This design comes from an exercise in tuning for small area and a short achievable clock period on the open sky130 flow, not from production work.
RTL that was checked went through simulation tests only; none was proved equivalent to the original.
For run 7, only the layout was checked, not whether the RTL still works.
Power and IR drop assume default switching activity.

$ cat flow/design.v
`default_nettype none
package coreSvcPkg;
	typedef struct packed {
		logic [3-1:0] size;
		logic [8-1:0]  tag;
		logic [64-1:0] data;
	} returnBeat_t;
	typedef struct packed {
		logic req;
		logic ena;
		logic ack;
	} intCtrl_t;
	typedef struct packed {
		logic empty;
		logic bkpt;
	} coreState_t;
endpackage
`default_nettype wire
`timescale 1ns/1ps
`default_nettype none
module returnFifo #(
	parameter int depth = 16
) (
	input  logic                    EXTCLK,
	input  logic                    rstN,
	input  logic                    wr,
	input  coreSvcPkg::returnBeat_t wrBeat,
	input  logic                    rdNow,
	output logic [depth-1:0]        rdSel,
	output logic [depth*(3+8+64)-1:0] memFlat,
	output logic                    notEmpty,
	output logic                    notEmptyNext,
	output logic                    full,
	output logic                    fullOut
);
	localparam int beatW = 3 + 8 + 64;
	localparam int cntW = $clog2(depth) + 1;
	logic [beatW-1:0] mem [0:depth-1];
	logic [depth-1:0] wrPtr;
	logic [depth-1:0] rdPtr;
	logic [depth-1:0] wrPtrNext;
	logic [depth-1:0] rdPtrNext;
	logic [cntW-1:0]  count;
	logic [cntW-1:0]  countNext;
	logic             oneLeft;
	logic             oneLeftNext;
	logic             fullNext;
	logic             doWr;
	assign doWr = wr & ~full;
	assign wrPtrNext = doWr ? {wrPtr[depth-2:0], wrPtr[depth-1]} : wrPtr;
	assign rdPtrNext = rdNow ? {rdPtr[depth-2:0], rdPtr[depth-1]} : rdPtr;
	always_comb
	begin
		case ({doWr, rdNow})
			2'b10: countNext = count + 1'b1;
			2'b01: countNext = count - 1'b1;
			default: countNext = count;
		endcase
	end
	assign notEmptyNext = doWr | (notEmpty & ~(rdNow & oneLeft));
	assign fullNext = (full & ~rdNow) | (doWr & ~rdNow & (count == cntW'(depth - 1)));
	always_comb
	begin
		case ({doWr, rdNow})
			2'b10: oneLeftNext = ~notEmpty;
			2'b01: oneLeftNext = (count == cntW'(2));
			default: oneLeftNext = oneLeft;
		endcase
	end
	assign rdSel = rdPtr & {depth{rdNow}};
	genvar i;
	generate
		for (i = 0; i < depth; i++) begin : g_ent
			assign memFlat[i*beatW +: beatW] = mem[i];
			always_ff @(posedge EXTCLK)
			begin
				if (wrPtr[i] & ~full)
					mem[i] <= wrBeat;
			end
		end
	endgenerate
	always_ff @(posedge EXTCLK or negedge rstN)
	begin
		if (!rstN)
		begin
			wrPtr <= depth'(1);
			rdPtr <= depth'(1);
			count <= '0;
			notEmpty <= 1'b0;
			full <= 1'b0;
			oneLeft <= 1'b0;
			fullOut <= 1'b0;
		end
		else
		begin
			wrPtr <= wrPtrNext;
			rdPtr <= rdPtrNext;
			count <= countNext;
			notEmpty <= notEmptyNext;
			full <= fullNext;
			oneLeft <= oneLeftNext;
			fullOut <= (countNext == cntW'(depth));
		end
	end
endmodule
`default_nettype wire
`timescale 1ns/1ps
`default_nettype none
module returnArbiter #(
	parameter int depth = 16
) (
	input  logic                    EXTCLK,
	input  logic                    rstN,
	input  logic                    netWr,
	input  coreSvcPkg::returnBeat_t netWrBeat,
	output logic                    netFull,
	input  logic                    streamNotEmpty,
	input  logic                    streamNotEmptyNext,
	input  logic [depth-1:0]        streamSel,
	input  logic [depth*(3+8+64)-1:0] streamMem,
	output logic                    streamRd,
	input  logic                    localDrdy,
	input  coreSvcPkg::returnBeat_t localBeat,
	output logic                    localRd,
	output logic                    coreDrdy,
	output coreSvcPkg::returnBeat_t coreBeat
);
	localparam int beatW = 3 + 8 + 64;
	logic             netSel;
	logic             localBusy;
	logic             localSel;
	logic [beatW-1:0] netHead;
	logic [beatW-1:0] nextBeat;
	assign netFull = 1'b0;
	always_ff @(posedge EXTCLK or negedge rstN)
	begin
		if (!rstN)
		begin
			netSel <= 1'b0;
			streamRd <= 1'b0;
			localBusy <= 1'b0;
		end
		else
		begin
			netSel <= netWr;
			streamRd <= ~netWr & streamNotEmptyNext;
			localBusy <= netWr | streamNotEmptyNext;
		end
	end
	always_ff @(posedge EXTCLK)
		netHead <= netWrBeat;
	assign localRd = ~localBusy & localDrdy;
	assign localSel = ~netSel & ~streamNotEmpty;
	always_comb
	begin
		nextBeat = ({beatW{netSel}} & netHead) | ({beatW{localSel}} & localBeat);
		for (int i = 0; i < depth; i++)
			nextBeat = nextBeat | ({beatW{streamSel[i]}} & streamMem[i*beatW +: beatW]);
	end
	always_ff @(posedge EXTCLK or negedge rstN)
	begin
		if (!rstN)
			coreDrdy <= 1'b0;
		else
			coreDrdy <= localBusy | localDrdy;
	end
	always_ff @(posedge EXTCLK)
		coreBeat <= nextBeat;
endmodule
`default_nettype wire
`timescale 1ns/1ps
`default_nettype none
module tickGen #(
	parameter int scale = 20
) (
	input  logic EXTCLK,
	input  logic rstN,
	output logic tickPulse
);
	localparam int cntW = $clog2(scale);
	logic [cntW-1:0] cnt;
	logic            lastCycle;
	assign lastCycle = (cnt == cntW'(scale - 1));
	always_ff @(posedge EXTCLK or negedge rstN)
	begin
		if (!rstN)
		begin
			cnt <= '0;
			tickPulse <= 1'b0;
		end
		else
		begin
			cnt <= lastCycle ? '0 : cnt + 1'b1;
			tickPulse <= lastCycle;
		end
	end
endmodule
`default_nettype wire
`timescale 1ns/1ps
`default_nettype none
module intSequencer (
	input  logic                   EXTCLK,
	input  logic                   rstN,
	input  coreSvcPkg::intCtrl_t   intCtrl,
	input  coreSvcPkg::coreState_t coreState,
	output logic                   coreStop,
	output logic                   msgIntReq
);
	logic pendingReg;
	logic intPending;
	logic reqSent;
	logic fire;
	assign intPending = pendingReg & intCtrl.ena;
	assign coreStop = intPending;
	assign fire = intPending & coreState.empty & ~coreState.bkpt & ~reqSent;
	always_ff @(posedge EXTCLK or negedge rstN)
	begin
		if (!rstN)
		begin
			pendingReg <= 1'b0;
			reqSent <= 1'b0;
			msgIntReq <= 1'b0;
		end
		else
		begin
			pendingReg <= (intPending | intCtrl.req) & ~intCtrl.ack & intCtrl.ena;
			reqSent <= (reqSent | fire) & intPending;
			msgIntReq <= fire;
		end
	end
endmodule
`default_nettype wire
`timescale 1ns/1ps
`default_nettype none
module coreSvc (
	input  logic                    EXTCLK,
	input  logic                    rstN,
	input  logic                    streamWr,
	input  coreSvcPkg::returnBeat_t streamWrBeat,
	output logic                    streamFull,
	input  logic                    netWr,
	input  coreSvcPkg::returnBeat_t netWrBeat,
	output logic                    netFull,
	input  logic                    localDrdy,
	input  coreSvcPkg::returnBeat_t localBeat,
	output logic                    localRd,
	output logic                    coreDrdy,
	output coreSvcPkg::returnBeat_t coreBeat,
	output logic                    tickPulse,
	input  coreSvcPkg::intCtrl_t    intCtrl,
	input  coreSvcPkg::coreState_t  coreState,
	output logic                    coreStop,
	output logic                    msgIntReq
);
	localparam int depth = 16;
	localparam int beatW = 3 + 8 + 64;
	logic [depth-1:0]       streamSel;
	logic [depth*beatW-1:0] streamMem;
	logic                   streamNotEmpty;
	logic                   streamNotEmptyNext;
	logic                   streamRd;
	returnFifo streamFifo (.EXTCLK(EXTCLK), .rstN(rstN), .wr(streamWr), .wrBeat(streamWrBeat),
		.rdNow(streamRd), .rdSel(streamSel), .memFlat(streamMem),
		.notEmpty(streamNotEmpty), .notEmptyNext(streamNotEmptyNext), .full(), .fullOut(streamFull));
	returnArbiter arbiter (.EXTCLK(EXTCLK), .rstN(rstN),
		.netWr(netWr), .netWrBeat(netWrBeat), .netFull(netFull),
		.streamNotEmpty(streamNotEmpty), .streamNotEmptyNext(streamNotEmptyNext),
		.streamSel(streamSel), .streamMem(streamMem), .streamRd(streamRd),
		.localDrdy(localDrdy), .localBeat(localBeat), .localRd(localRd),
		.coreDrdy(coreDrdy), .coreBeat(coreBeat));
	tickGen tick (.EXTCLK(EXTCLK), .rstN(rstN), .tickPulse(tickPulse));
	intSequencer intSeq (.EXTCLK(EXTCLK), .rstN(rstN), .intCtrl(intCtrl),
		.coreState(coreState), .coreStop(coreStop), .msgIntReq(msgIntReq));
endmodule
`default_nettype wire
$ cat flow/flow/run.sh
#!/bin/bash
# The standard layout (standard.sh, unchanged synthesis) with two changes:
#  - port buffers made from buf_2 instead of the resizer's default pick
#  - clock tree sinks clustered by 25 within 200 um, without dummy loads
cp standard.sh standard_sh.txt.log
export BUFFER_PORTS_ARGS="-buffer_cell sky130_fd_sc_hd__buf_2"
export CTS_ARGS="-sink_clustering_enable -repair_clock_nets -sink_clustering_size 25 -sink_clustering_max_diameter 200 -dont_use_dummy_load"
bash standard.sh > standard.log 2>&1
$ cat flow/standard.sh
#!/bin/bash
# synth_recipe.tcl (not shown) runs the flow's synth.tcl, then flattens the netlist and writes it again
# the make line also repeats each setting of config.mk as NAME=value (left out here)
make -C /OpenROAD-flow-scripts/flow DESIGN_CONFIG=/design/flow/config.mk WORK_HOME=/design/flow/orfs CLKGATE_MAP_FILE= SYNTH_SCRIPT=/design/flow/synth_recipe.tcl "${@:-finish}"
$ cat flow/config.mk
export PLATFORM = sky130hd
export DESIGN_NAME = coreSvc
export DESIGN_NICKNAME = coreSvc
export VERILOG_FILES = /design/flow/design.v
export SDC_FILE = /design/flow/constraint.sdc
export NUM_CORES = 4
export LEC_CHECK = 0
export CAP_MARGIN = 20
export CORE_MARGIN = 2
export CORE_UTILIZATION = 40
export SETUP_SLACK_MARGIN = 1.9
export SLEW_MARGIN = 20
$ cat flow/constraint.sdc
create_clock -name core_clock -period 4.0 [get_ports {EXTCLK}]
set_input_delay 0.8000 -clock core_clock [delete_from_list [all_inputs] [get_ports {EXTCLK}]]
set_output_delay 0.8000 -clock core_clock [all_outputs]
set_load 0.01 [all_outputs]
==> results of run 1 <==
cells by family after synthesis:
| kind of cell | share of synthesized area (%) |
|---|---|
| other cells | 0.007643 |
| fa+ha+maj | 0.1938 |
| simple gates | 2.234 |
| flops | 82.32 |
| buf+inv | 1.793 |
| xor+xnor | 0.07142 |
| mux | 0.1760 |
| compound gates | 13.20 |
layer usage:
metal,routed length [um],track usage [%]
met2,68830,36.72
met1,58950,31.21
met5,67,0
met4,3562,5.619
met3,13200,3.743
stage by stage:
step                power, mW  utilization, %  setup slack [ns]  hold slack [ns]
detailed placement      17.20           43.40            0.9482           0.4306
global route            24.84           45.36             1.681           0.1780
finish                  24.17           45.36             1.714           0.2065
global placement        17.15           43.40            0.9720           0.4207
CTS                     24.28           45.16             1.656           0.1715
floorplan               16.69               -             1.095           0.4109
cell type report:
type / instances / area share (%)
Sequential cell: 1404 / 73.27
Timing Repair Buffer: 434 / 5.435
Multi-Input combinational cell: 993 / 14.54
Clock buffer: 66 / 2.991
Tap cell: 1625 / 3.683
Inverter: 10 / 0.07252
Antenna cell: 2 / 0.009065
power groups by stage:
stage / sequential (mW) / combinational, mW / clock, mW
floorplan: 16.4 / 0.290 / 0
global placement: 16.4 / 0.752 / 0
detailed placement: 16.4 / 0.797 / 0
CTS: 16.1 / 0.820 / 7.39
global route: 16.1 / 0.923 / 7.83
finish: 16.1 / 0.854 / 7.24
worst max-delay path: stages, from the launching register on:
cell	delay, ns
dfrtp_2	0.79
and2_4	0.85
a22o_1	0.27
a221oi_1	0.06
nand4_1	0.16
worst paths after layout:
path / from / endpoint / slack [ns]
max: streamFifo.rdPtr[14]$_DFFE_PN0P_ / arbiter.coreBeat[56]$_DFF_P_ / 1.71
min: netWrBeat[55] / arbiter.netHead[55]$_DFF_P_ / 0.21
max reg2reg: streamFifo.rdPtr[14]$_DFFE_PN0P_ / arbiter.coreBeat[56]$_DFF_P_ / 1.71
min reg2reg: intSeq.reqSent$_DFF_PN0_ / intSeq.msgIntReq$_DFF_PN0_ / 0.44
max in group asynchronous: rstN / streamFifo.wrPtr[0]$_DFFE_PN1P_ / 2.86
min in group asynchronous: rstN / tick.cnt[2]$_DFF_PN0_ / 0.22
state kept, by name (all words and copies together), names as in the netlist, 5 cells and up:
register / flops
streamFifo.count: 5
streamFifo.wrPtr: 16
streamFifo.mem: 1200
arbiter.coreBeat: 75
tick.cnt: 5
streamFifo.rdPtr: 16
arbiter.netHead: 75
placed cells by master, fill, tap and decap left out, types with 5 or more instances in the layout:
master / n
clkbuf_16: 66
mux2_2: 5
nand4_1: 55
a41o_1: 57
and2_4: 7
buf_16: 5
buf_6: 12
and2_2: 5
dfxtp_1: 146
nand3_1: 5
a221oi_2: 21
inv_1: 6
nand4b_1: 18
dfrtp_1: 36
edfxtp_1: 1200
nand2_1: 54
buf_4: 72
a22o_1: 166
a31oi_1: 18
nor2b_4: 16
a21o_1: 12
nor2b_2: 5
a22oi_1: 345
buf_2: 314
dfrtp_4: 12
buf_12: 30
nor2_1: 7
a221oi_1: 144
synthesized netlist by cell type (21+ instances only):
cell | number | share of area, %
a41o_1 | 57 | 1.2
edfxtp_1 | 1200 | 73
nand2_1 | 55 | 0.42
nand4_1 | 55 | 0.70
dfxtp_1 | 150 | 6.1
a22o_1 | 166 | 3.0
clkbuf_1 | 72 | 0.55
a22oi_1 | 345 | 5.3
dfrtp_1 | 52 | 2.7
buf_2 | 70 | 0.71
a221oi_2 | 21 | 0.64
a221oi_1 | 144 | 2.6
what timing repair did:
action | in CTS | in global routing
gates cloned | 5 | 0
endpoints found under the hold margin | 0 | 0
pin swaps | 2 | 1
endpoints found under the setup margin | 466 | 236
setup buffers | 26 | 14
resized for setup | 26 | 12
==> out/qor.yml, run 1 <==
syn_area_um2: 49060
wl_per_cell_um: 31.89
pwr-share-clk_pct: 29.9
cts.sinks: 1404
hold_class: "in2reg"
grt_pass1_vias: 27370
nFillCells: 10270
sw_frac_of_total_pct: 20.37
yosysUniqueCellTypes: 49
intPower_mw: 19.25
drive_gt1_share_pct: 20.47
maxCapViolCount: 0
hold_depth: 1
finalCritPeriodShare_pct: 57.16
cts_buffers: 66
place_congestion: 0.7766
rr_worst_depth: 4
arrival_ns: 2.84
area_growth_pct: 12.53
postSynth.asyncResetShare_pct: 3.846
cts-root-buf: "clkbuf_16"
drt_iter0_markers: 3670
crit_type: "reg2reg"
finalSetupViolCount: 0
nNetsFinal: 3151
worstMarginPinSlew_ns: 1.103
routed_wl_um: 144600
overflow: 0
switchingPower_mw: 4.922
rows: 128
finalClockSkew_ns: 0.08154
die_y_um: 354.2
synth_edf_count: 1200
p_seq_share_pct: 66.5
cts_tree: "yes"
port_buffers: 315
hold_viol_final: 0
end_kind: "flip-flop"
cellLeakagePower_nw: 17.61
io_pins: 317
yosysWarnings: 5
path_clk_slew_ns: 0.10
multi_input_area_um2: 8029
grt_max_degree: 76
hold_buffers: 0
start_util_pct: 40.31
vias_per_cell: 6.091
seqCellArea_um2: 40450
insertion_delay_ns: 0.69
status: "finished clean"
die-area_um2: 125500
clockBufferDepth: 3
synth_flop_cell: "edfxtp_1"
finalNonFillerCells: 4534
via_count: 27620
antenna_found_initial: 13
dpl-instance-area_um2: 52830
relSlewSlack_pct: 26.13
grt_usage_pct: 22.39
required_ns: 4.56
drc: 0
rsz0062_at_grt: "true"
dr.pass1.iters: 5
combPwrFrac_pct: 3.5
cts-htree-levels: 3
avgSynthCellArea_um2: 19.05
coreArea_um2: 121700
fin_crit_ns: 2.286
grt_pass1_wl_um: 201500
powerDensity_nw_per_um2: 437.7
max_freq_mhz: 437.4
dp.cells: 4421
hpwlAfterDp_um: 75160
setup_tns_ns: 0
die_w_um: 354.2
critical_path.startpoint_type: "flip-flop"
antenna_left: 0
crit_path_max_fanout: 35
slew_viol_final: 0
postLayoutCellArea_um2: 55210
synth_nets: 2817
synth-seq-area-share_pct: 82.32
synth-seq-cells: 1404
ir_drop_mv: 0.3706
synthesis.instances: 2575
==> run 2: changes to the inputs <==
--- a/flow/config.mk
+++ b/flow/config.mk
@@ -7,6 +7,6 @@
 export LEC_CHECK = 0
 export CAP_MARGIN = 20
 export CORE_MARGIN = 2
-export CORE_UTILIZATION = 40
-export SETUP_SLACK_MARGIN = 1.9
+export CORE_UTILIZATION = 70
+export SETUP_SLACK_MARGIN = 2.0
 export SLEW_MARGIN = 20
==> run 2 against run 1 <==
Sequential power about the same; still clean on timing, DRC and antenna; register-to-register slack improved by 0.13 ns; final cell count decreased by 14%; largest cell class unchanged; total power decreased by 0.37%.
==> out/qor.yml, run 2 <==
status: "finished clean"  # unchanged
layout_commonest_cell: "edfxtp_1"  # unchanged
cts_tree: "yes"  # unchanged
die_w_um: 268.7  # was 354.2 um
nFillCells: 3736  # was 10,270
rsz0062_at_grt: "true"  # unchanged
die_y_um: 268.7  # was 354.2 um
finalCritPeriodShare_pct: 53.92  # was 57.16%
place_congestion: 0.7985  # was 0.7766
rrSetupSlack_ns: 1.84  # was 1.71 ns
die-area_um2: 72220  # was 125,500 um^2
overflow: 0  # unchanged
mostFrequentLayoutCells: "1,200 x edfxtp_1, 345 x a22oi_1, 313 x buf_2"  # was 1,200 x edfxtp_1, 345 x a22oi_1, 314 x buf_2
yosys-top-cells-area: "edfxtp_1 73%, dfxtp_1 6.1%, a22oi_1 5.3%, a22o_1 3.0%, dfrtp_1 2.7%"  # unchanged
maxCapViolCount: 0  # unchanged
synth_top_area_cell: "edfxtp_1"  # unchanged
crit_type: "reg2reg"  # unchanged
grt_usage_pct: 36.24  # was 22.39%
hpwlAfterDp_um: 66350  # was 75,160 um
ir_drop_mv: 0.4177  # was 0.3706 mV
antenna_found_initial: 7  # was 13
coreArea_um2: 69660  # was 121,700 um^2
postSynth.asyncResetShare_pct: 3.846  # unchanged
seqCellArea_um2: 40440  # was 40,450 um^2
grt_use_met2_pct: 57.50  # was 36.72%
crit_end: "streamFifo.fullOut$_DFF_PN0_"  # was arbiter.coreBeat[56]$_DFF_P_
io_pins: 317  # unchanged
synth.top_cell.area_share_pct: 73.45  # unchanged
max_freq_mhz: 463.7  # was 437.4 MHz
syn_area_um2: 49060  # unchanged
avgSynthCellArea_um2: 19.05  # unchanged
insertion_delay_ns: 0.65  # was 0.69 ns
wl_per_cell_um: 33.81  # was 31.89 um
rows: 97  # was 128
met3_usage_pct: 5.507  # was 3.743%
synth-seq-cells: 1404  # unchanged
vias_per_cell: 7.316  # was 6.091
crit_path_max_fanout: 6  # was 35
finalClockSkew_ns: 0.05272  # was 0.08154 ns
nNetsFinal: 3190  # was 3,151
grt_max_degree: 76  # unchanged
fin_crit_ns: 2.157  # was 2.286 ns
arrival_ns: 2.67  # was 2.84 ns
top_regs: "streamFifo.mem: 1200 flops, arbiter.coreBeat: 75 flops, arbiter.netHead: 75 flops"  # unchanged
top_usage_layer: "met2"  # unchanged
yosysMostFrequentCell: "edfxtp_1"  # unchanged
clockBufferDepth: 3  # unchanged
end_kind: "flip-flop"  # unchanged
port_buffers: 315  # unchanged
powerDensity_nw_per_um2: 436.7  # was 437.7 nW/um^2
drt_iter0_markers: 4222  # was 3,670
hold_viol_final: 0  # unchanged
hold_class: "in2async"  # was in2reg
worstMarginPinSlew_ns: 0.8668  # was 1.103 ns
power_mw: 24.08  # was 24.17 mW
start_util_pct: 70.43  # was 40.31%
path_clk_slew_ns: 0.10  # about the same
antenna_left: 0  # unchanged
via_count: 28450  # was 27,620
largest_reg_flops: 1200  # unchanged
critical_path.startpoint_type: "flip-flop"  # unchanged
cts.sinks: 1404  # unchanged
multi_input_area_um2: 8202  # was 8029 um^2
met1_usage_pct: 52.26  # was 31.21%
largest-register: "streamFifo.mem"  # unchanged
cts-root-buf: "clkbuf_16"  # unchanged
synth_edf_count: 1200  # unchanged
setup_tns_ns: 0  # unchanged
cellLeakagePower_nw: 17.94  # was 17.61 nW
crit_start: "streamFifo.full$_DFF_PN0_"  # was streamFifo.rdPtr[14]$_DFFE_PN0P_
cts-htree-levels: 3  # unchanged
cts_buffers: 66  # unchanged
synth_common_cells: "1,200 x edfxtp_1, 345 x a22oi_1, 166 x a22o_1"  # unchanged
r2r_start: "streamFifo.full$_DFF_PN0_"  # was streamFifo.rdPtr[14]$_DFFE_PN0P_
grt_pass1_vias: 27350  # was 27,370
layout_setup_ws_ns: 1.843  # was 1.714 ns
post-place-ws_ns: 1.122  # was 0.9482 ns
yosysUniqueCellTypes: 49  # unchanged
synth-seq-area-share_pct: 82.32  # unchanged
grt_pass1_wl_um: 184600  # was 201,500 um
synth_flop_cell: "edfxtp_1"  # unchanged
finalSetupViolCount: 0  # unchanged
yosysWarnings: 5  # unchanged
dr.pass1.iters: 6  # was 5
worstReg2RegEnd: "streamFifo.fullOut$_DFF_PN0_"  # was arbiter.coreBeat[56]$_DFF_P_
rr_worst_depth: 8  # was 4
synth_nets: 2817  # unchanged
synthesis.instances: 2575  # unchanged
relSlewSlack_pct: 42.21  # was 26.13%
drive_gt1_share_pct: 22.00  # was 20.47%
area_growth_pct: 12.38  # was 12.53%
drc: 0  # unchanged
slew_viol_final: 0  # unchanged
required_ns: 4.51  # was 4.56 ns
routed_wl_um: 131500  # was 144,600 um
[run 2: final cells by class]
| cell class | instances | area share, % |
|---|---|---|
| Antenna cell | 3 | 0.01362 |
| Clock buffer | 66 | 2.995 |
| Inverter | 10 | 0.07489 |
| Multi-Input combinational cell | 996 | 14.88 |
| Sequential cell | 1404 | 73.35 |
| Tap cell | 940 | 2.133 |
| Timing Repair Buffer | 470 | 6.563 |
[run 2: repair_timing]
item,CTS,global route
endpoints found under the setup margin,629,452
cloned,6,4
buffers inserted,53,23
pin swaps,2,7
resized for setup,49,65
hold buffers,0,0
[run 2: cells by family after synthesis]
| family | synth area share, % |
|---|---|
| buf+inv | 1.793 |
| xor+xnor | 0.07142 |
| compound gates | 13.20 |
| flops | 82.32 |
| fa+ha+maj | 0.1938 |
| mux | 0.1760 |
| simple gates | 2.234 |
| other cells | 0.007643 |
[run 2: per-stage QoR]
stage          instance area, um^2  std cells  util, %  hold slack [ns]
2_1_floorplan                49240       2575        -           0.4109
3_3_place_gp                 52060       3734    74.73           0.4210
3_5_place_dp                 52060       3734    74.73           0.4447
4_1_cts                      54590       3859    78.36           0.2227
5_1_grt                      55130       3887    79.14           0.1794
6_report                     55140       3889    79.15           0.1585
[run 2: worst min-delay path by stage]
stage | cells past startpoint | slack [ns] | endpoint
detailed placement | 1 | 0.44 | intSeq.msgIntReq$_DFF_PN0_
global route | 1 | 0.18 | tick.cnt[2]$_DFF_PN0_
global placement | 1 | 0.42 | intSeq.msgIntReq$_DFF_PN0_
floorplan | 1 | 0.41 | intSeq.msgIntReq$_DFF_PN0_
CTS | 1 | 0.22 | arbiter.netHead[9]$_DFF_P_
finish | 1 | 0.16 | tick.cnt[2]$_DFF_PN0_
[run 2: routing by layer]
| metal | wire length [um] | share of wire (%) | vias to the layer above |
|---|---|---|---|
| met4 | 5077 | 3.9 | 8 |
| met3 | 15770 | 12 | 276 |
| met1 | 48000 | 37 | 14690 |
| met2 | 62590 | 48 | 1985 |
| li1 | - | - | 11500 |
| met5 | 38 | 0.029 | - |
[run 2: power by group]
group	internal (mW)	switching [mW]	total, mW
Clock	2.97	4.12	7.09
Combinational	0.356	0.575	0.931
Sequential	16.0	0.0840	16.1
Total	19.3	4.78	24.1
[run 2: worst max-delay path, cell delays in order, from the launching register on]
cell	delay [ns]
dfrtp_4	0.49
nand2b_4	0.15
buf_6	0.12
ha_4	0.19
ha_1	0.31
a21oi_2	0.08
or4b_4	0.55
nand3_4	0.10
a211oi_2	0.05
==> run 3: changes to the inputs <==
==> flow/flow/run.sh (replaced) <==
#!/bin/bash
# The standard layout (standard.sh, unchanged synthesis) with two changes:
#  - port buffers made from buf_1 instead of the resizer's default pick
#  - clock tree sinks clustered by 25 within 200 um, without dummy loads
cp standard.sh standard_sh.txt.log
export BUFFER_PORTS_ARGS="-buffer_cell sky130_fd_sc_hd__buf_1"
export CTS_ARGS="-sink_clustering_enable -repair_clock_nets -sink_clustering_size 25 -sink_clustering_max_diameter 200 -dont_use_dummy_load"
bash standard.sh > standard.log 2>&1
--- a/flow/config.mk
+++ b/flow/config.mk
@@ -7,6 +7,6 @@
 export LEC_CHECK = 0
 export CAP_MARGIN = 20
 export CORE_MARGIN = 2
-export CORE_UTILIZATION = 70
+export CORE_UTILIZATION = 60
 export SETUP_SLACK_MARGIN = 2.0
 export SLEW_MARGIN = 20
==> run 3 against run 2 <==
Still clean; total power is 0.49% higher; hold slack improved by 0.072 ns; register-to-register slack worse by 0.14 ns; worst setup slack got worse by 0.14 ns; critical path depth grew 2; first-iteration DRC count shrank 17%; final cell count increased by 2.8%; core utilization is 11 points lower; routed wire length grew 6.1%; clock power up 0.8%; combinational power up 3.4%; critical path type unchanged; largest power group unchanged.
==> out/qor.yml, run 3 <==
worstMarginPinSlew_ns: 0.9547  # was 0.8668 ns
slew_viol_final: 0  # unchanged
finalSetupViolCount: 0  # unchanged
nFillCells: 5339  # was 3,736
finalCritPeriodShare_pct: 57.32  # was 53.92%
io_pins: 317  # unchanged
yosys.area_share.adder_pct: 0.1938  # unchanged
drive_gt1_share_pct: 12.15  # was 22.00%
cts.sinks: 1404  # unchanged
start_util_pct: 60.72  # was 70.43%
postSynth.asyncResetShare_pct: 3.846  # unchanged
drt_iter0_markers: 3500  # was 4,222
crit_path_max_fanout: 6  # unchanged
die-area_um2: 84080  # was 72,220 um^2
finalClockSkew_ns: 0.05364  # was 0.05272 ns
cts-root-buf: "clkbuf_16"  # unchanged
clockBufferDepth: 3  # unchanged
antenna_found_initial: 7  # unchanged
critPathMostFrequentCell: "buf_6"
cp_slowest_stage_delay_ns: 0.54  # was 0.55 ns
synthMuxAreaShare_pct: 0.1760  # unchanged
nNetsFinal: 3182  # was 3,190
r2r_start: "streamFifo.full$_DFF_PN0_"  # unchanged
rrSetupSlack_ns: 1.71  # was 1.84 ns
powerDensity_nw_per_um2: 440.7  # was 436.7 nW/um^2
dr.pass1.iters: 5  # was 6
overflow: 0  # unchanged
grt_max_degree: 76  # unchanged
dpl-instance-area_um2: 51770  # was 52,060 um^2
synth_top_family_by_area: "compound AO/OA/AOI/OAI gates"  # unchanged
ir_drop_mv: 0.3426  # was 0.4177 mV
place_congestion: 0.7984  # was 0.7985
status: "finished clean"  # unchanged
worstReg2RegEnd: "streamFifo.fullOut$_DFF_PN0_"  # unchanged
power_mw: 24.20  # was 24.08 mW
synth_common_cells: "1,200 x edfxtp_1, 345 x a22oi_1, 166 x a22o_1"  # unchanged
area_growth_pct: 11.90  # was 12.38%
rr_worst_depth: 10  # was 8
antenna_left: 0  # unchanged
utilization_pct: 67.94  # was 79.15%
rsz0062_at_grt: "true"  # unchanged
crit_buf_inv: 3  # was 1
synthSimpleGateAreaFrac_pct: 2.234  # unchanged
synth_compound_area_share_pct: 13.20  # unchanged
cts_tree: "yes"  # unchanged
end_kind: "flip-flop"  # unchanged
setup_tns_ns: 0  # unchanged
hold_viol_final: 0  # unchanged
avgSynthCellArea_um2: 19.05  # unchanged
crit_family: "simple AND/OR/NAND/NOR gates"  # unchanged
cts_buffers: 66  # unchanged
largest-register: "streamFifo.mem"  # unchanged
fin_crit_ns: 2.293  # was 2.157 ns
crit_end: "streamFifo.fullOut$_DFF_PN0_"  # unchanged
syn_area_um2: 49060  # unchanged
hpwlAfterDp_um: 68820  # was 66,350 um
relSlewSlack_pct: 36.35  # was 42.21%
crit_path_cell_trace: "buf_6 > nand2b_4 > buf_6 > ha_4 > buf_6 > ha_4 > a21oi_4 > or4b_4 > nand3_4 > a211oi_2"  # was nand2b_4 > buf_6 > ha_4 > ha_1 > a21oi_2 > or4b_4 > nand3_4 > a211oi_2
rows: 104  # was 97
synth_nets: 2817  # unchanged
die_w_um: 290.0  # was 268.7 um
arrival_ns: 2.79  # was 2.67 ns
top_regs: "streamFifo.mem: 1200 flops, arbiter.coreBeat: 75 flops, arbiter.netHead: 75 flops"  # unchanged
insertion_delay_ns: 0.65  # about the same
finalNonFillerCells: 3999  # was 3,889
grt_usage_pct: 32.22  # was 36.24%
layout_commonest_cell: "edfxtp_1"  # unchanged
synthesis.instances: 2575  # unchanged
grt_pass1_wl_um: 194500  # was 184,600 um
required_ns: 4.49  # was 4.51 ns
dp.cells: 3850  # was 3,734
crit_slowest_cell: "or4b_4"  # unchanged
coreArea_um2: 80810  # was 69,660 um^2
critical_path.startpoint_type: "flip-flop"  # unchanged
synth.top_cell.area_share_pct: 73.45  # unchanged
mostFrequentLayoutCells: "1,200 x edfxtp_1, 345 x a22oi_1, 293 x buf_1"  # was 1,200 x edfxtp_1, 345 x a22oi_1, 313 x buf_2
synth_xor_area_share_pct: 0.07140  # unchanged
yosysWarnings: 5  # unchanged
cts-htree-levels: 3  # unchanged
synth-seq-cells: 1404  # unchanged
yosysUniqueCellTypes: 49  # unchanged
crit_type: "reg2reg"  # unchanged
synth_edf_count: 1200  # unchanged
crit_start: "streamFifo.full$_DFF_PN0_"  # unchanged
via_count: 28130  # was 28,450
path_clk_slew_ns: 0.10  # about the same
synth_top_area_cell: "edfxtp_1"  # unchanged
routed_wl_um: 139400  # was 131,500 um
die_y_um: 290.0  # was 268.7 um
vias_per_cell: 7.035  # was 7.316
critical_path_depth: 10  # was 8
yosys-top-cells-area: "edfxtp_1 73%, dfxtp_1 6.1%, a22oi_1 5.3%, a22o_1 3.0%, dfrtp_1 2.7%"  # unchanged
max_freq_mhz: 436.1  # was 463.7 MHz
yosysMostFrequentCell: "edfxtp_1"  # unchanged
synth-seq-area-share_pct: 82.32  # unchanged
cellLeakagePower_nw: 17.04  # was 17.94 nW
port_buffers: 315  # unchanged
hold_class: "in2reg"  # was in2async
largest_reg_flops: 1200  # unchanged
postLayoutCellArea_um2: 54900  # was 55,140 um^2
wl_per_cell_um: 34.87  # was 33.81 um
drc: 0  # unchanged
maxCapViolCount: 0  # unchanged
synth_flop_cell: "edfxtp_1"  # unchanged
grt_pass1_vias: 27360  # was 27,350
[run 3: cells by family after synthesis]
kind of cell    Yosys count
flops                  1404
mux                       8
compound gates          776
xor+xnor                  4
fa+ha+maj                 7
simple gates            192
other cells               1
buf+inv                 183
[run 3: worst register-to-register path, delay by kind of cell, from the launching register on]
kind	cells	cell delay, ns
simple gates	3	0.76
flops	1	0.49
fa+ha+maj	2	0.46
buf+inv	3	0.37
compound gates	2	0.11
[run 3: timing repair]
item	in CTS	in global routing
setup buffers	41	28
setup endpoints to repair	607	457
hold buffers	0	0
gates resized for setup	78	86
gates cloned	3	10
pin swaps	5	16
[run 3: layout make-up]
type | instances | area (um^2) | share of cell area [%]
Clock buffer | 66 | 1652 | 3.008
Tap cell | 1060 | 1326 | 2.416
Timing Repair Buffer | 467 | 3226 | 5.875
Inverter | 10 | 41.29 | 0.07521
Antenna cell | 1 | 2.502 | 0.004558
Sequential cell | 1404 | 40460 | 73.70
Multi-Input combinational cell | 991 | 8190 | 14.92
[run 3: worst min path at each step]
stage / to / depth (start not counted) / slack [ns] / from
final: arbiter.netHead[33]$_DFF_P_ / 1 / 0.23 / netWrBeat[33]
after global routing: arbiter.netHead[70]$_DFF_P_ / 1 / 0.22 / netWrBeat[70]
after CTS: arbiter.netHead[33]$_DFF_P_ / 1 / 0.21 / netWrBeat[33]
after detailed placement: intSeq.msgIntReq$_DFF_PN0_ / 1 / 0.44 / intSeq.reqSent$_DFF_PN0_
after global placement: intSeq.msgIntReq$_DFF_PN0_ / 1 / 0.42 / intSeq.reqSent$_DFF_PN0_
after floorplan: intSeq.msgIntReq$_DFF_PN0_ / 1 / 0.41 / intSeq.reqSent$_DFF_PN0_
[run 3: metal layers]
metal,track usage (%),vias to the layer above,wire (um)
met5,0,-,81
met1,46.74,14820,55160
met3,4.335,200,13640
met2,52.70,1620,67310
met4,7.851,12,3245
li1,-,11480,-
[run 3: power breakdown]
part,switching (mW),internal (mW)
Sequential,0.0998,16.0
Combinational,0.603,0.360
Clock,4.18,2.97
Total,4.88,19.3
[run 3: through the flow]
| step | hold WS (ns) | setup slack, ns |
|---|---|---|
| floorplan | 0.4109 | 1.505 |
| global placement | 0.4217 | 1.129 |
| detailed placement | 0.4400 | 1.119 |
| CTS | 0.2055 | 1.708 |
| global route | 0.2159 | 1.618 |
| finish | 0.2301 | 1.707 |
==> run 4: changes to the inputs <==
--- a/flow/config.mk
+++ b/flow/config.mk
@@ -8,5 +8,5 @@
 export CAP_MARGIN = 20
 export CORE_MARGIN = 2
 export CORE_UTILIZATION = 60
-export SETUP_SLACK_MARGIN = 2.0
+export SETUP_SLACK_MARGIN = 1.9
 export SLEW_MARGIN = 20
==> run 4 against run 3 <==
Largest cell class unchanged; sequential cell count stayed put; fmax grew 7.3%; critical path type unchanged; critical path depth shrank 2; hold slack gained 0.0049 ns.
==> out/qor.yml, run 4 <==
ir_drop_mv: 0.3850  # was 0.3426 mV
hold_viol_final: 0  # unchanged
hold_buffers: 0  # unchanged
grt_pass1_vias: 27060  # was 27,360
r2r_start: "streamFifo.full$_DFF_PN0_"  # unchanged
worstReg2RegEnd: "streamFifo.fullOut$_DFF_PN0_"  # unchanged
avgSynthCellArea_um2: 19.05  # unchanged
via_count: 27700  # was 28,130
fin_crit_ns: 2.136  # was 2.293 ns
insertion_delay_ns: 0.65  # about the same
yosysMostFrequentCell: "edfxtp_1"  # unchanged
p_seq_share_pct: 66.8  # was 66.5%
die_y_um: 290.0  # unchanged
mostFrequentLayoutCells: "1,200 x edfxtp_1, 345 x a22oi_1, 312 x buf_1"  # was 1,200 x edfxtp_1, 345 x a22oi_1, 293 x buf_1
cts_buffers: 66  # unchanged
synth_flop_cell: "edfxtp_1"  # unchanged
io_pins: 317  # unchanged
synth-seq-area-share_pct: 82.32  # unchanged
combPwrFrac_pct: 3.4  # was 4.0%
postSynth.asyncResetShare_pct: 3.846  # unchanged
cts-htree-levels: 3  # unchanged
antenna_left: 0  # unchanged
finalCritPeriodShare_pct: 53.41  # was 57.32%
syn_area_um2: 49060  # unchanged
yosysUniqueCellTypes: 49  # unchanged
synth-seq-cells: 1404  # unchanged
place_congestion: 0.7835  # was 0.7984
layout_commonest_cell: "edfxtp_1"  # unchanged
synth.top_cell.area_share_pct: 73.45  # unchanged
required_ns: 4.54  # was 4.49 ns
hold_start: "netWrBeat[33]"  # unchanged
post-place-ws_ns: 0.9337  # was 1.119 ns
dr_wl_met2_um: 64270  # was 67,310 um
path_clk_slew_ns: 0.10  # about the same
status: "finished clean"  # unchanged
end_kind: "flip-flop"  # unchanged
port_buffers: 315  # unchanged
grt_max_degree: 76  # unchanged
largest-register: "streamFifo.mem"  # unchanged
min_to: "arbiter.netHead[33]$_DFF_P_"  # unchanged
synth_top_area_cell: "edfxtp_1"  # unchanged
synth_nets: 2817  # unchanged
grt_usage_pct: 31.48  # was 32.22%
setup_tns_ns: 0  # unchanged
rr_worst_depth: 8  # was 10
intPower_mw: 19.23  # was 19.31 mW
max_freq_mhz: 468.1  # was 436.1 MHz
hpwlAfterDp_um: 69350  # was 68,820 um
relSlewSlack_pct: 34.59  # was 36.35%
routed_wl_um: 134300  # was 139,400 um
wl_per_cell_um: 33.86  # was 34.87 um
wl_met1_um: 54730  # was 55,160 um
yosysWarnings: 5  # unchanged
vias_per_cell: 6.987  # was 7.035
crit_path_max_fanout: 8  # was 6
rrSetupSlack_ns: 1.86  # was 1.71 ns
crit_type: "reg2reg"  # unchanged
hold_class: "in2reg"  # unchanged
cts-root-buf: "clkbuf_16"  # unchanged
drc: 0  # unchanged
nNetsFinal: 3146  # was 3,182
cts.sinks: 1404  # unchanged
cts_tree: "yes"  # unchanged
yosys-top-cells-area: "edfxtp_1 73%, dfxtp_1 6.1%, a22oi_1 5.3%, a22o_1 3.0%, dfrtp_1 2.7%"  # unchanged
clockBufferDepth: 3  # unchanged
layout_setup_ws_ns: 1.864  # was 1.707 ns
critical_path.startpoint_type: "flip-flop"  # unchanged
synth_edf_count: 1200  # unchanged
powerDensity_nw_per_um2: 443.6  # was 440.7 nW/um^2
drive_gt1_share_pct: 9.580  # was 12.15%
largest_reg_flops: 1200  # unchanged
grt_pass1_wl_um: 190900  # was 194,500 um
finalClockSkew_ns: 0.05329  # was 0.05364 ns
switchingPower_mw: 4.812  # was 4.884 mW
rsz0062_at_grt: "true"  # unchanged
start_util_pct: 60.72  # unchanged
worstMarginPinSlew_ns: 0.9812  # was 0.9547 ns
overflow: 0  # unchanged
synthesis.instances: 2575  # unchanged
dr.pass1.iters: 6  # was 5
antenna_found_initial: 6  # was 7
routed.top_layer: "met5"  # unchanged
pwr-share-clk_pct: 29.8  # was 29.6%
slew_viol_final: 0  # unchanged
cellLeakagePower_nw: 16.69  # was 17.04 nW
dr_wl_met3_um: 11400  # was 13,640 um
drt_iter0_markers: 3003  # was 3,500
top_regs: "streamFifo.mem: 1200 flops, arbiter.coreBeat: 75 flops, arbiter.netHead: 75 flops"  # unchanged
hold_depth: 1  # unchanged
maxCapViolCount: 0  # unchanged
coreArea_um2: 80810  # unchanged
die-area_um2: 84080  # unchanged
die_w_um: 290.0  # unchanged
arrival_ns: 2.67  # was 2.79 ns
rows: 104  # unchanged
synth_common_cells: "1,200 x edfxtp_1, 345 x a22oi_1, 166 x a22o_1"  # unchanged
area_growth_pct: 10.46  # was 11.90%
sw_frac_of_total_pct: 20.02  # was 20.18%
finalSetupViolCount: 0  # unchanged
## run 4: cell families after synthesis
family / synth area share [%]
xor+xnor: 0.07142
flops: 82.32
simple gates: 2.234
fa+ha+maj: 0.1938
buf+inv: 1.793
other cells: 0.007643
compound gates: 13.20
mux: 0.1760
## run 4: per-stage QoR
step	utilization, %	hold slack (ns)	area (um^2)	std cells	power [mW]
after floorplan	-	0.4109	49180	2575	16.69
after global placement	64.19	0.4214	51870	3858	17.07
after detailed placement	64.19	0.4382	51870	3858	17.11
after CTS	66.77	0.1981	53950	3949	24.04
after global routing	67.06	0.2134	54190	3963	24.66
final	67.07	0.2350	54190	3965	24.04
## run 4: cell type report
type,instances,area [um^2]
Fill cell,5390,26610
Timing Repair Buffer,432,2681
Clock buffer,66,1652
Sequential cell,1404,40440
Tap cell,1060,1326
Antenna cell,3,7.507
Multi-Input combinational cell,990,8041
Inverter,10,45.04
## run 4: worst max-delay path: stages (launching register included)
cell and delay, ns:
dfrtp_4 0.43, nand2b_4 0.12, buf_6 0.10, ha_4 0.21, inv_4 0.06, fa_2 0.52, mux2i_1 0.08, or3_1 0.39
a211oi_2 0.15
## run 4: power by group through the flow
stage / sequential, mW / clock (mW) / combinational (mW)
floorplan: 16.4 / 0 / 0.290
detailed placement: 16.4 / 0 / 0.710
global route: 16.1 / 7.70 / 0.878
global placement: 16.4 / 0 / 0.669
finish: 16.1 / 7.16 / 0.812
CTS: 16.1 / 7.24 / 0.737
## run 4: how the worst max path moves through the flow
stage                               start                           end  slack, ns
3_5_place_dp    streamFifo.full$_DFF_PN0_  streamFifo.fullOut$_DFF_PN0_       0.93
3_3_place_gp    streamFifo.full$_DFF_PN0_  streamFifo.fullOut$_DFF_PN0_       0.97
2_1_floorplan                    streamWr  streamFifo.fullOut$_DFF_PN0_       1.09
6_report        streamFifo.full$_DFF_PN0_  streamFifo.fullOut$_DFF_PN0_       1.86
4_1_cts        arbiter.streamRd$_DFF_PN0_  streamFifo.fullOut$_DFF_PN0_       1.72
5_1_grt         streamFifo.full$_DFF_PN0_  streamFifo.fullOut$_DFF_PN0_       1.81
## run 4: timing repair
action,in CTS,in global routing
buffers inserted,23,13
pin swaps,2,8
cloned,2,0
resized for setup,22,22
endpoints found under the setup margin,444,100
## run 4: metal layers
metal,vias to the layer above,global-route usage [%]
li1,11400,-
met3,235,4.151
met5,-,0
met4,8,8.422
met1,14650,45.59
met2,1404,51.31
==> run 5: changes to the inputs <==
==> flow/flow/run.sh (replaced) <==
#!/bin/bash
# The standard layout (standard.sh, unchanged synthesis) with two changes:
#  - port buffers made from buf_2 instead of the resizer's default pick
#  - clock tree sinks clustered by 25 within 200 um, without dummy loads
cp standard.sh standard_sh.txt.log
export BUFFER_PORTS_ARGS="-buffer_cell sky130_fd_sc_hd__buf_2"
export CTS_ARGS="-sink_clustering_enable -repair_clock_nets -sink_clustering_size 25 -sink_clustering_max_diameter 200 -dont_use_dummy_load"
bash standard.sh > standard.log 2>&1
==> run 5 against run 4 <==
Area after synthesis unchanged; final area about the same; via count down 0.84%; fmax up 2.2%; sequential cell count unchanged; core utilization about the same; hold slack worse by 0.050 ns; clock power about the same; clock-buffer cell count unchanged; global-route usage down 1.0 points; combinational power up 0.6%; critical path type is now reg2out; critical path depth down 5.
==> out/qor.yml, run 5 <==
pwr-share-clk_pct: 29.7  # was 29.8%
syn_area_um2: 49060  # unchanged
nNetsFinal: 3122  # was 3,146
p_seq_share_pct: 66.9  # was 66.8%
yosysUniqueCellTypes: 49  # unchanged
crit_type: "reg2out"  # was reg2reg
max_freq_mhz: 478.4  # was 468.1 MHz
slew_viol_final: 0  # unchanged
status: "finished clean"  # unchanged
cts_buffers: 66  # unchanged
cts-htree-levels: 3  # unchanged
yosysMostFrequentCell: "edfxtp_1"  # unchanged
wl_per_cell_um: 33.03  # was 33.86 um
place_congestion: 0.7903  # was 0.7835
intPower_mw: 19.24  # was 19.23 mW
drive_gt1_share_pct: 19.67  # was 9.580%
cts.sinks: 1404  # unchanged
synth.top_cell.area_share_pct: 73.45  # unchanged
mostFrequentLayoutCells: "1,200 x edfxtp_1, 345 x a22oi_1, 314 x buf_2"  # was 1,200 x edfxtp_1, 345 x a22oi_1, 312 x buf_1
cellLeakagePower_nw: 17.44  # was 16.69 nW
largest-register: "streamFifo.mem"  # unchanged
synth_edf_count: 1200  # unchanged
grt_pass1_vias: 27130  # was 27,060
critical_path.startpoint_type: "flip-flop"  # unchanged
combPwrFrac_pct: 3.4  # about the same
die_w_um: 290.0  # unchanged
cts_tree: "yes"  # unchanged
ir_drop_mv: 0.4699  # was 0.3850 mV
synth-seq-cells: 1404  # unchanged
worstReg2RegEnd: "streamFifo.mem[9][14]$_DFFE_PP_"  # was streamFifo.fullOut$_DFF_PN0_
top_regs: "streamFifo.mem: 1200 flops, arbiter.coreBeat: 75 flops, arbiter.netHead: 75 flops"  # unchanged
setup_tns_ns: 0  # unchanged
synth_nets: 2817  # unchanged
seqCellArea_um2: 40430  # was 40,440 um^2
largest_reg_flops: 1200  # unchanged
yosysWarnings: 5  # unchanged
fin_crit_ns: 2.090  # was 2.136 ns
synthesis.instances: 2575  # unchanged
hold_viol_final: 0  # unchanged
multi_input_area_um2: 8009  # was 8041 um^2
antenna_left: 0  # unchanged
hold_buffers: 0  # unchanged
die_y_um: 290.0  # unchanged
antenna_found_initial: 9  # was 6
start_util_pct: 60.72  # unchanged
postLayoutCellArea_um2: 54170  # was 54,190 um^2
grt_pass1_wl_um: 185500  # was 190,900 um
dr.pass1.iters: 5  # was 6
end_kind: "output pin"  # was flip-flop
nFillCells: 5401  # was 5,390
grt_max_degree: 76  # unchanged
powerDensity_nw_per_um2: 443.2  # was 443.6 nW/um^2
finalClockSkew_ns: 0.05962  # was 0.05329 ns
via_count: 27470  # was 27,700
port_buffers: 315  # unchanged
clockBufferDepth: 3  # unchanged
routed_wl_um: 130100  # was 134,300 um
rrSetupSlack_ns: 1.93  # was 1.86 ns
hpwlAfterDp_um: 66760  # was 69,350 um
finalCritPeriodShare_pct: 52.26  # was 53.41%
worstMarginPinSlew_ns: 1.090  # was 0.9812 ns
r2r_start: "streamFifo.full$_DFF_PN0_"  # unchanged
avgSynthCellArea_um2: 19.05  # unchanged
rsz0062_at_grt: "true"  # unchanged
layout_commonest_cell: "edfxtp_1"  # unchanged
synth_top_area_cell: "edfxtp_1"  # unchanged
synth-seq-area-share_pct: 82.32  # unchanged
switchingPower_mw: 4.772  # was 4.812 mW
die-area_um2: 84080  # unchanged
hold_class: "in2async"  # was in2reg
vias_per_cell: 6.972  # was 6.987
grt_usage_pct: 30.46  # was 31.48%
coreArea_um2: 80810  # unchanged
yosys-top-cells-area: "edfxtp_1 73%, dfxtp_1 6.1%, a22oi_1 5.3%, a22o_1 3.0%, dfrtp_1 2.7%"  # unchanged
arrival_ns: 1.29  # was 2.67 ns
overflow: 0  # unchanged
drc: 0  # unchanged
drt_iter0_markers: 3073  # was 3,003
relSlewSlack_pct: 27.33  # was 34.59%
cts-root-buf: "clkbuf_16"  # unchanged
synth_flop_cell: "edfxtp_1"  # unchanged
synth_common_cells: "1,200 x edfxtp_1, 345 x a22oi_1, 166 x a22o_1"  # unchanged
postSynth.asyncResetShare_pct: 3.846  # unchanged
insertion_delay_ns: 0.66  # was 0.65 ns
area_growth_pct: 10.41  # was 10.46%
io_pins: 317  # unchanged
finalSetupViolCount: 0  # unchanged
sw_frac_of_total_pct: 19.88  # was 20.02%
maxCapViolCount: 0  # unchanged
crit_path_max_fanout: 2  # was 8
rows: 104  # unchanged
dpl-instance-area_um2: 52150  # was 51,870 um^2
path_clk_slew_ns: 0.10  # about the same
crit_start: "intSeq.pendingReg$_DFF_PN0_"  # was streamFifo.full$_DFF_PN0_
required_ns: 3.20  # was 4.54 ns
rr_worst_depth: 3  # was 8
[run 5: power by group through the flow]
stage	Combinational (mW)	Clock, mW	Sequential (mW)
after detailed placement	0.778	0	16.4
after floorplan	0.290	0	16.4
final	0.817	7.13	16.1
after global placement	0.732	0	16.4
after global routing	0.884	7.70	16.1
after CTS	0.794	7.23	16.1
[run 5: repair_timing]
action / 4_1_cts / 5_1_grt
gates resized for setup: 23 / 14
setup endpoints to repair: 184 / 26
pin swaps: 4 / 6
setup buffers: 9 / 8
cloned: 1 / 1
[run 5: worst max-delay path by stage]
| stage | cells past startpoint | end |
|---|---|---|
| after global placement | 9 | streamFifo.fullOut$_DFF_PN0_ |
| after CTS | 3 | coreStop |
| after detailed placement | 9 | streamFifo.fullOut$_DFF_PN0_ |
| final | 3 | coreStop |
| after floorplan | 10 | streamFifo.fullOut$_DFF_PN0_ |
| after global routing | 2 | localRd |
[run 5: area by class of cell]
type,count,area share (%)
well taps,1060,2.448
multi-input cells,990,14.78
repair buffers,408,4.994
clock buffers,66,3.049
diodes,2,0.009239
inverters,10,0.07622
flip-flops and latches,1404,74.64
[run 5: routing by layer]
metal / up-vias / wire (um) / track usage [%] / part of all wire (%)
met5: - / 64 / 0 / 0.049
met4: 10 / 3226 / 7.800 / 2.5
met3: 180 / 12300 / 5.430 / 9.4
met2: 1436 / 62620 / 49.45 / 48
met1: 14490 / 51930 / 43.43 / 40
li1: 11350 / - / - / -
[run 5: critical path: stages (launching register included)]
cell and delay, ns:
dfrtp_1 0.41, nand2_2 0.09, inv_2 0.04, buf_6 0.11
[run 5: cells by family after synthesis]
| family | count (synthesis) | synth area share (%) |
|---|---|---|
| flip-flops | 1404 | 82.32 |
| AO/OA/AOI/OAI | 776 | 13.20 |
| AND/OR/NAND/NOR | 192 | 2.234 |
| buffers and inverters | 183 | 1.793 |
| multiplexers | 8 | 0.1760 |
| adder cells (fa/ha/maj) | 7 | 0.1938 |
| XOR/XNOR | 4 | 0.07142 |
| other | 1 | 0.007643 |
[run 5: metrics by stage]
step	setup WS [ns]	utilization, %	std cells	hold slack [ns]	power, mW
after detailed placement	1.257	64.53	3853	0.4364	17.17
after global placement	1.290	64.53	3853	0.4179	17.12
after CTS	1.895	66.84	3929	0.1881	24.09
after floorplan	1.095	-	2575	0.4109	16.69
after global routing	1.855	67.04	3940	0.2243	24.66
final	1.910	67.04	3940	0.1845	24.01
==> run 6: changes to the inputs <==
--- a/flow/config.mk
+++ b/flow/config.mk
@@ -8,5 +8,6 @@
 export CAP_MARGIN = 20
 export CORE_MARGIN = 2
 export CORE_UTILIZATION = 60
+export PLACE_DENSITY = 0.75
 export SETUP_SLACK_MARGIN = 1.9
 export SLEW_MARGIN = 20
==> run 6 against run 5 <==
Still clean; core utilization is 0.35 points higher; global-route usage increased by 0.15 points; combinational power grew 7.2%; via count increased by 2.2%; clock skew decreased by 0.0038 ns; critical path depth up 5; largest power group unchanged.
==> out/qor.yml, run 6 <==
synth-seq-cells: 1404  # unchanged
insertion_delay_ns: 0.65  # was 0.66 ns
cellLeakagePower_nw: 17.56  # was 17.44 nW
power_mw: 24.04  # was 24.01 mW
utilization_pct: 67.39  # was 67.04%
yosysMostFrequentCell: "edfxtp_1"  # unchanged
finalClockSkew_ns: 0.05580  # was 0.05962 ns
grt_usage_pct: 30.61  # was 30.46%
fin_hold_ws_ns: 0.2361  # was 0.1845 ns
area_growth_pct: 10.99  # was 10.41%
dr.pass1.iters: 5  # unchanged
synth_flop_cell: "edfxtp_1"  # unchanged
yosys-top-cells-area: "edfxtp_1 73%, dfxtp_1 6.1%, a22oi_1 5.3%, a22o_1 3.0%, dfrtp_1 2.7%"  # unchanged
routed_wl_um: 132500  # was 130,100 um
synth_top_area_cell: "edfxtp_1"  # unchanged
crit_type: "reg2reg"  # was reg2out
max_freq_mhz: 453.4  # was 478.4 MHz
slew_viol_final: 0  # unchanged
finalCritPeriodShare_pct: 55.14  # was 52.26%
yosysWarnings: 5  # unchanged
synth-seq-area-share_pct: 82.32  # unchanged
status: "finished clean"  # unchanged
maxCapViolCount: 0  # unchanged
rows: 104  # unchanged
largest_reg_flops: 1200  # unchanged
finalSetupViolCount: 0  # unchanged
drt_iter0_markers: 3848  # was 3,073
top_regs: "streamFifo.mem: 1200 flops, arbiter.coreBeat: 75 flops, arbiter.netHead: 75 flops"  # unchanged
overflow: 0  # unchanged
nNetsFinal: 3142  # was 3,122
critical_path.startpoint_type: "flip-flop"  # unchanged
port_buffers: 315  # unchanged
hold_class: "in2async"  # unchanged
vias_per_cell: 7.084  # was 6.972
antenna_found_initial: 17  # was 9
synth.top_cell.area_share_pct: 73.45  # unchanged
cts_tree: "yes"  # unchanged
crit_path_max_fanout: 7  # was 2
end_kind: "flip-flop"  # was output pin
largest-register: "streamFifo.mem"  # unchanged
layout_commonest_cell: "edfxtp_1"  # unchanged
finalNonFillerCells: 3964  # was 3,940
path_clk_slew_ns: 0.11  # was 0.10 ns
synth_nets: 2817  # unchanged
via_count: 28080  # was 27,470
grt_pass1_wl_um: 187100  # was 185,500 um
synthesis.instances: 2575  # unchanged
cts-htree-levels: 3  # unchanged
mostFrequentLayoutCells: "1,200 x edfxtp_1, 345 x a22oi_1, 314 x buf_2"  # unchanged
rsz0062_at_grt: "true"  # unchanged
start_util_pct: 60.72  # unchanged
setup_tns_ns: 0  # unchanged
powerDensity_nw_per_um2: 441.5  # was 443.2 nW/um^2
die_w_um: 290.0  # unchanged
arrival_ns: 2.73  # was 1.29 ns
drc: 0  # unchanged
antenna_left: 0  # unchanged
coreArea_um2: 80810  # unchanged
yosysUniqueCellTypes: 49  # unchanged
hpwlAfterDp_um: 68880  # was 66,760 um
clockBufferDepth: 3  # unchanged
grt_pass1_vias: 27780  # was 27,130
synth_edf_count: 1200  # unchanged
drive_gt1_share_pct: 20.36  # was 19.67%
syn_area_um2: 49060  # unchanged
cts-root-buf: "clkbuf_16"  # unchanged
wl_per_cell_um: 33.42  # was 33.03 um
cts.sinks: 1404  # unchanged
ir_drop_mv: 0.3475  # was 0.4699 mV
hold_viol_final: 0  # unchanged
required_ns: 4.52  # was 3.20 ns
dp.cells: 3848  # was 3,853
fin_crit_ns: 2.206  # was 2.090 ns
relSlewSlack_pct: 17.98  # was 27.33%
place_congestion: 0.8072  # was 0.7903
cts_buffers: 66  # unchanged
die-area_um2: 84080  # unchanged
io_pins: 317  # unchanged
postSynth.asyncResetShare_pct: 3.846  # unchanged
r2r_start: "streamFifo.full$_DFF_PN0_"  # unchanged
avgSynthCellArea_um2: 19.05  # unchanged
crit_start: "streamFifo.full$_DFF_PN0_"  # was intSeq.pendingReg$_DFF_PN0_
grt_max_degree: 76  # unchanged
synth_common_cells: "1,200 x edfxtp_1, 345 x a22oi_1, 166 x a22o_1"  # unchanged
worstMarginPinSlew_ns: 1.230  # was 1.090 ns
die_y_um: 290.0  # unchanged
## run 6: cell counts after synthesis
No cell type changed its count.
## run 6: critical path, stage by stage (launching register included)
cell and delay, ns:
dfrtp_2 0.41, nand2b_1 0.15, buf_6 0.13, ha_4 0.18, ha_2 0.37, xor2_1 0.19
o21ai_0 0.12, or3_1 0.36, a211oi_2 0.22
## run 6: cell families after synthesis
group                    count (synthesis)  synth area share [%]
AO/OA/AOI/OAI                          776                 13.20
XOR/XNOR                                 4               0.07142
adder cells (fa/ha/maj)                  7                0.1938
buffers and inverters                  183                 1.793
flip-flops                            1404                 82.32
multiplexers                             8                0.1760
other                                    1              0.007643
AND/OR/NAND/NOR                        192                 2.234
## run 6: what timing repair did
item | 4_1_cts | 5_1_grt
pin swaps | 2 | 6
setup endpoints to repair | 458 | 239
setup buffers | 21 | 15
hold buffers | 0 | 0
gates cloned | 5 | 3
gates resized for setup | 14 | 26
## run 6: final timing paths
check	slack, ns	to	depth (start not counted)
setup / recovery	1.79	streamFifo.fullOut$_DFF_PN0_	8
hold / removal	0.24	streamFifo.wrPtr[9]$_DFFE_PN0P_	1
setup reg to reg	1.79	streamFifo.fullOut$_DFF_PN0_	8
hold reg to reg	0.43	arbiter.coreBeat[65]$_DFF_P_	2
max in group asynchronous	2.83	streamFifo.rdPtr[7]$_DFFE_PN0P_	2
min in group core_clock	0.24	arbiter.netHead[33]$_DFF_P_	1
## run 6: cell type report
type	instances	area [um^2]
Multi-Input combinational cell	996	8103
Sequential cell	1404	40440
Fill cell	5019	26350
Timing Repair Buffer	422	2880
Inverter	10	42.54
Tap cell	1060	1326
Clock buffer	66	1652
Antenna cell	6	15.01
## run 6: per-layer routing
layer	vias up	share of wire, %	track usage (%)
li1	11410	-	-
met5	-	0.077	0
met2	2098	48	49.78
met3	318	13	6.893
met1	14240	35	41.18
met4	16	3.7	11.00
## run 6: power breakdown
| group | switching (mW) | internal [mW] |
|---|---|---|
| registers | 0.0927 | 16.0 |
| clock network | 4.13 | 2.97 |
| logic | 0.565 | 0.311 |
## run 6: through the flow
step	cell area (um^2)	worst slack (ns)
6_report	54460	1.794
5_1_grt	54450	1.740
4_1_cts	54120	1.637
3_5_place_dp	52090	0.9083
3_3_place_gp	52090	1.054
2_1_floorplan	49180	1.095
==> run 7: changes to the inputs <==
--- a/flow/design.v
+++ b/flow/design.v
@@ -34,14 +34,13 @@
 	output logic                    fullOut
 );
 	localparam int beatW = 3 + 8 + 64;
-	localparam int cntW = $clog2(depth) + 1;
 	logic [beatW-1:0] mem [0:depth-1];
 	logic [depth-1:0] wrPtr;
 	logic [depth-1:0] rdPtr;
 	logic [depth-1:0] wrPtrNext;
 	logic [depth-1:0] rdPtrNext;
-	logic [cntW-1:0]  count;
-	logic [cntW-1:0]  countNext;
+	logic             fifteen;
+	logic             two;
 	logic             oneLeft;
 	logic             oneLeftNext;
 	logic             fullNext;
@@ -49,21 +48,15 @@
 	assign doWr = wr & ~full;
 	assign wrPtrNext = doWr ? {wrPtr[depth-2:0], wrPtr[depth-1]} : wrPtr;
 	assign rdPtrNext = rdNow ? {rdPtr[depth-2:0], rdPtr[depth-1]} : rdPtr;
-	always_comb
-	begin
-		case ({doWr, rdNow})
-			2'b10: countNext = count + 1'b1;
-			2'b01: countNext = count - 1'b1;
-			default: countNext = count;
-		endcase
-	end
+	assign fifteen = |({wrPtr[depth-2:0], wrPtr[depth-1]} & rdPtr);
+	assign two = |({rdPtr[depth-3:0], rdPtr[depth-1:depth-2]} & wrPtr);
 	assign notEmptyNext = doWr | (notEmpty & ~(rdNow & oneLeft));
-	assign fullNext = (full & ~rdNow) | (doWr & ~rdNow & (count == cntW'(depth - 1)));
+	assign fullNext = (full & ~rdNow) | (doWr & ~rdNow & fifteen);
 	always_comb
 	begin
 		case ({doWr, rdNow})
 			2'b10: oneLeftNext = ~notEmpty;
-			2'b01: oneLeftNext = (count == cntW'(2));
+			2'b01: oneLeftNext = two;
 			default: oneLeftNext = oneLeft;
 		endcase
 	end
@@ -85,7 +78,6 @@
 		begin
 			wrPtr <= depth'(1);
 			rdPtr <= depth'(1);
-			count <= '0;
 			notEmpty <= 1'b0;
 			full <= 1'b0;
 			oneLeft <= 1'b0;
@@ -95,11 +87,10 @@
 		begin
 			wrPtr <= wrPtrNext;
 			rdPtr <= rdPtrNext;
-			count <= countNext;
 			notEmpty <= notEmptyNext;
 			full <= fullNext;
 			oneLeft <= oneLeftNext;
-			fullOut <= (countNext == cntW'(depth));
+			fullOut <= (fullOut & ~rdNow) | (doWr & ~rdNow & fifteen);
 		end
 	end
 endmodule
--- a/flow/config.mk
+++ b/flow/config.mk
@@ -8,6 +8,5 @@
 export CAP_MARGIN = 20
 export CORE_MARGIN = 2
 export CORE_UTILIZATION = 60
-export PLACE_DENSITY = 0.75
 export SETUP_SLACK_MARGIN = 1.9
 export SLEW_MARGIN = 20
==> run 7 against run 6 <==
Still clean; sequential power is essentially flat; sequential share of layout area grew 0.30 points; clock skew shrank 0.014 ns; combinational power shrank 23%; clock power shrank 4.2%; core utilization shrank 0.36 points; area after synthesis is essentially flat; final area shrank 0.69%; fmax grew 1.4%; worst setup slack gained 0.030 ns; critical endpoint is now localRd; largest power group unchanged.
==> out/qor.yml, run 7 <==
nFillCells: 5417  # was 5,019
port_buffers: 315  # unchanged
cts.sinks: 1399  # was 1,404
vias_per_cell: 6.998  # was 7.084
dr.pass1.iters: 5  # unchanged
yosysUniqueCellTypes: 44  # was 49
nNetsFinal: 3126  # was 3,142
utilization_pct: 67.03  # was 67.39%
grt_usage_pct: 31.79  # was 30.61%
die_y_um: 289.9  # was 290.0 um
syn_area_um2: 49040  # was 49,060 um^2
grt_pass1_vias: 27070  # was 27,780
cts-htree-levels: 2  # was 3
synth_flop_cell: "edfxtp_1"  # unchanged
arrival_ns: 1.38  # was 2.73 ns
hold_viol_final: 0  # unchanged
finalSetupViolCount: 0  # unchanged
slew_viol_final: 0  # unchanged
yosysWarnings: 5  # unchanged
top_regs: "streamFifo.mem: 1200 flops, arbiter.coreBeat: 75 flops, arbiter.netHead: 75 flops"  # unchanged
grt_max_degree: 53  # was 76
cts_tree: "yes"  # unchanged
insertion_delay_ns: 0.69  # was 0.65 ns
die-area_um2: 84030  # was 84,080 um^2
hpwlAfterDp_um: 69800  # was 68,880 um
coreArea_um2: 80680  # was 80,810 um^2
end_kind: "output pin"  # was flip-flop
synthesis.instances: 2554  # was 2,575
yosysMostFrequentCell: "edfxtp_1"  # unchanged
max_freq_mhz: 459.5  # was 453.4 MHz
relSlewSlack_pct: 32.29  # was 17.98%
ir_drop_mv: 0.3468  # was 0.3475 mV
synthMuxAreaShare_pct: 0.1352  # was 0.1760%
rsz0062_at_grt: "true"  # unchanged
place_congestion: 0.8187  # was 0.8072
drive_gt1_share_pct: 20.17  # was 20.36%
antenna_found_initial: 8  # was 17
clockBufferDepth: 3  # unchanged
multi_input_area_um2: 7884  # was 8103 um^2
area_growth_pct: 10.29  # was 10.99%
critical_path.startpoint_type: "flip-flop"  # unchanged
drc: 0  # unchanged
wl_per_cell_um: 34.48  # was 33.42 um
synth_common_cells: "1,200 x edfxtp_1, 315 x a22oi_1, 188 x a22o_1"  # was 1,200 x edfxtp_1, 345 x a22oi_1, 166 x a22o_1
synth_xor_area_share_pct: 0.03572  # was 0.07140%
largest-register: "streamFifo.mem"  # unchanged
finalClockSkew_ns: 0.04198  # was 0.05580 ns
synth_top_area_cell: "edfxtp_1"  # unchanged
finalNonFillerCells: 3946  # was 3,964
hold_class: "in2async"  # unchanged
antenna_cells: 0  # was 6
finalCritPeriodShare_pct: 54.40  # was 55.14%
synth-seq-area-share_pct: 82.12  # was 82.32%
crit_path_cell_trace: "nor2b_1 > buf_2"  # was nand2b_1 > buf_6 > ha_4 > ha_2 > xor2_1 > o21ai_0 > or3_1 > a211oi_2
overflow: 0  # unchanged
seqCellArea_um2: 40320  # was 40,440 um^2
status: "finished clean"  # unchanged
synth.top_cell.area_share_pct: 73.49  # was 73.45%
drt_iter0_markers: 3369  # was 3,848
rows: 104  # unchanged
synth_compound_area_share_pct: 13.29  # was 13.20%
mostFrequentLayoutCells: "1,200 x edfxtp_1, 315 x a22oi_1, 312 x buf_2"  # was 1,200 x edfxtp_1, 345 x a22oi_1, 314 x buf_2
setup_tns_ns: 0  # unchanged
grt_pass1_wl_um: 192100  # was 187,100 um
cp_slowest_stage_delay_ns: 0.46  # was 0.41 ns
cts_buffers: 61  # was 66
routed_wl_um: 136100  # was 132,500 um
path_clk_slew_ns: 0.10  # was 0.11 ns
maxCapViolCount: 0  # unchanged
yosys-top-cells-area: "edfxtp_1 73%, dfxtp_1 6.1%, a22oi_1 4.8%, a22o_1 3.4%, a221oi_1 3.0%"  # was edfxtp_1 73%, dfxtp_1 6.1%, a22oi_1 5.3%, a22o_1 3.0%, dfrtp_1 2.7%
synth_edf_count: 1200  # unchanged
## run 7: cell types whose count changed after synthesis, sizes merged, moves of 22 or more
cell and delta:
buf +29, a22oi -30, nand4 -22, clkbuf -30, a22o +22, a221oi +22
## run 7: kinds of logic (layout without fill, tap and decap cells)
logic type	after synthesis	in the layout
AND/OR/NAND/NOR	179	181
buffers and inverters	180	510
adder cells (fa/ha/maj)	3	3
flip-flops	1399	1399
AO/OA/AOI/OAI	784	784
multiplexers	6	6
other	1	1
XOR/XNOR	2	2
## run 7: final timing paths
| path | slack [ns] | startpoint | end | cells past startpoint |
|---|---|---|---|---|
| max in group asynchronous | 3.18 | rstN | streamFifo.full$_DFF_PN0_ | 2 |
| setup reg to reg | 1.92 | streamFifo.full$_DFF_PN0_ | streamFifo.mem[12][42]$_DFFE_PP_ | 3 |
| hold reg to reg | 0.43 | intSeq.reqSent$_DFF_PN0_ | intSeq.msgIntReq$_DFF_PN0_ | 1 |
| setup / recovery | 1.82 | arbiter.localBusy$_DFF_PN0_ | localRd | 2 |
| hold / removal | 0.12 | rstN | intSeq.msgIntReq$_DFF_PN0_ | 1 |
| min in group core_clock | 0.21 | netWrBeat[19] | arbiter.netHead[19]$_DFF_P_ | 1 |
## run 7: per-layer routing
layer	vias to the layer above	GRT usage, %	wire length, um
li1	11360	-	-
met1	14570	46.32	54400
met2	1458	51.26	64870
met3	211	5.116	13140
met4	12	7.520	3568
met5	-	0	80
## run 7: timing repair
action	4_1_cts	5_1_grt
buffers inserted	26	21
gates resized for setup	30	6
pin swaps	3	2
endpoints found under the setup margin	507	180
endpoints found under the hold margin	0	0
gates cloned	2	0
## run 7: area by class of cell
cell class / instances / share of cell area [%]
multi-input combinational: 977 / 14.58
clock buffer: 61 / 2.823
inverter: 8 / 0.06709
timing repair buffer: 441 / 5.523
tap: 1060 / 2.452
sequential: 1399 / 74.56
## run 7: per-stage QoR
step / area [um^2] / setup WS, ns
after floorplan: 49140 / 1.112
after global placement: 51900 / 1.285
after detailed placement: 51900 / 1.192
after CTS: 53810 / 1.812
after global routing: 54080 / 1.801
final: 54080 / 1.824
## run 7: worst max-delay path, delay by kind of cell, from the launching register on
family,cells,cell delay [ns]
buffers and inverters,1,0.13
flip-flops,1,0.46
AND/OR/NAND/NOR,1,0.13
## run 7: where the power goes
| group | total (mW) | switching (mW) | leakage [nW] | internal [mW] |
|---|---|---|---|---|
| sequential | 16.0 | 0.0666 | 12.7 | 15.9 |
| combinational | 0.674 | 0.443 | 4.03 | 0.230 |
| clock | 6.80 | 4.08 | 0.752 | 2.72 |
| total | 23.4 | 4.59 | 17.4 | 18.9 |

Setup slack of run 7, layout unchanged: 1.824 ns with ideal ports, 1.754 ns with driving cells assumed (clock clkbuf_16, inputs buf_2), 1.834 ns with port delays also shifted by the 0.733 ns mid clock arrival.
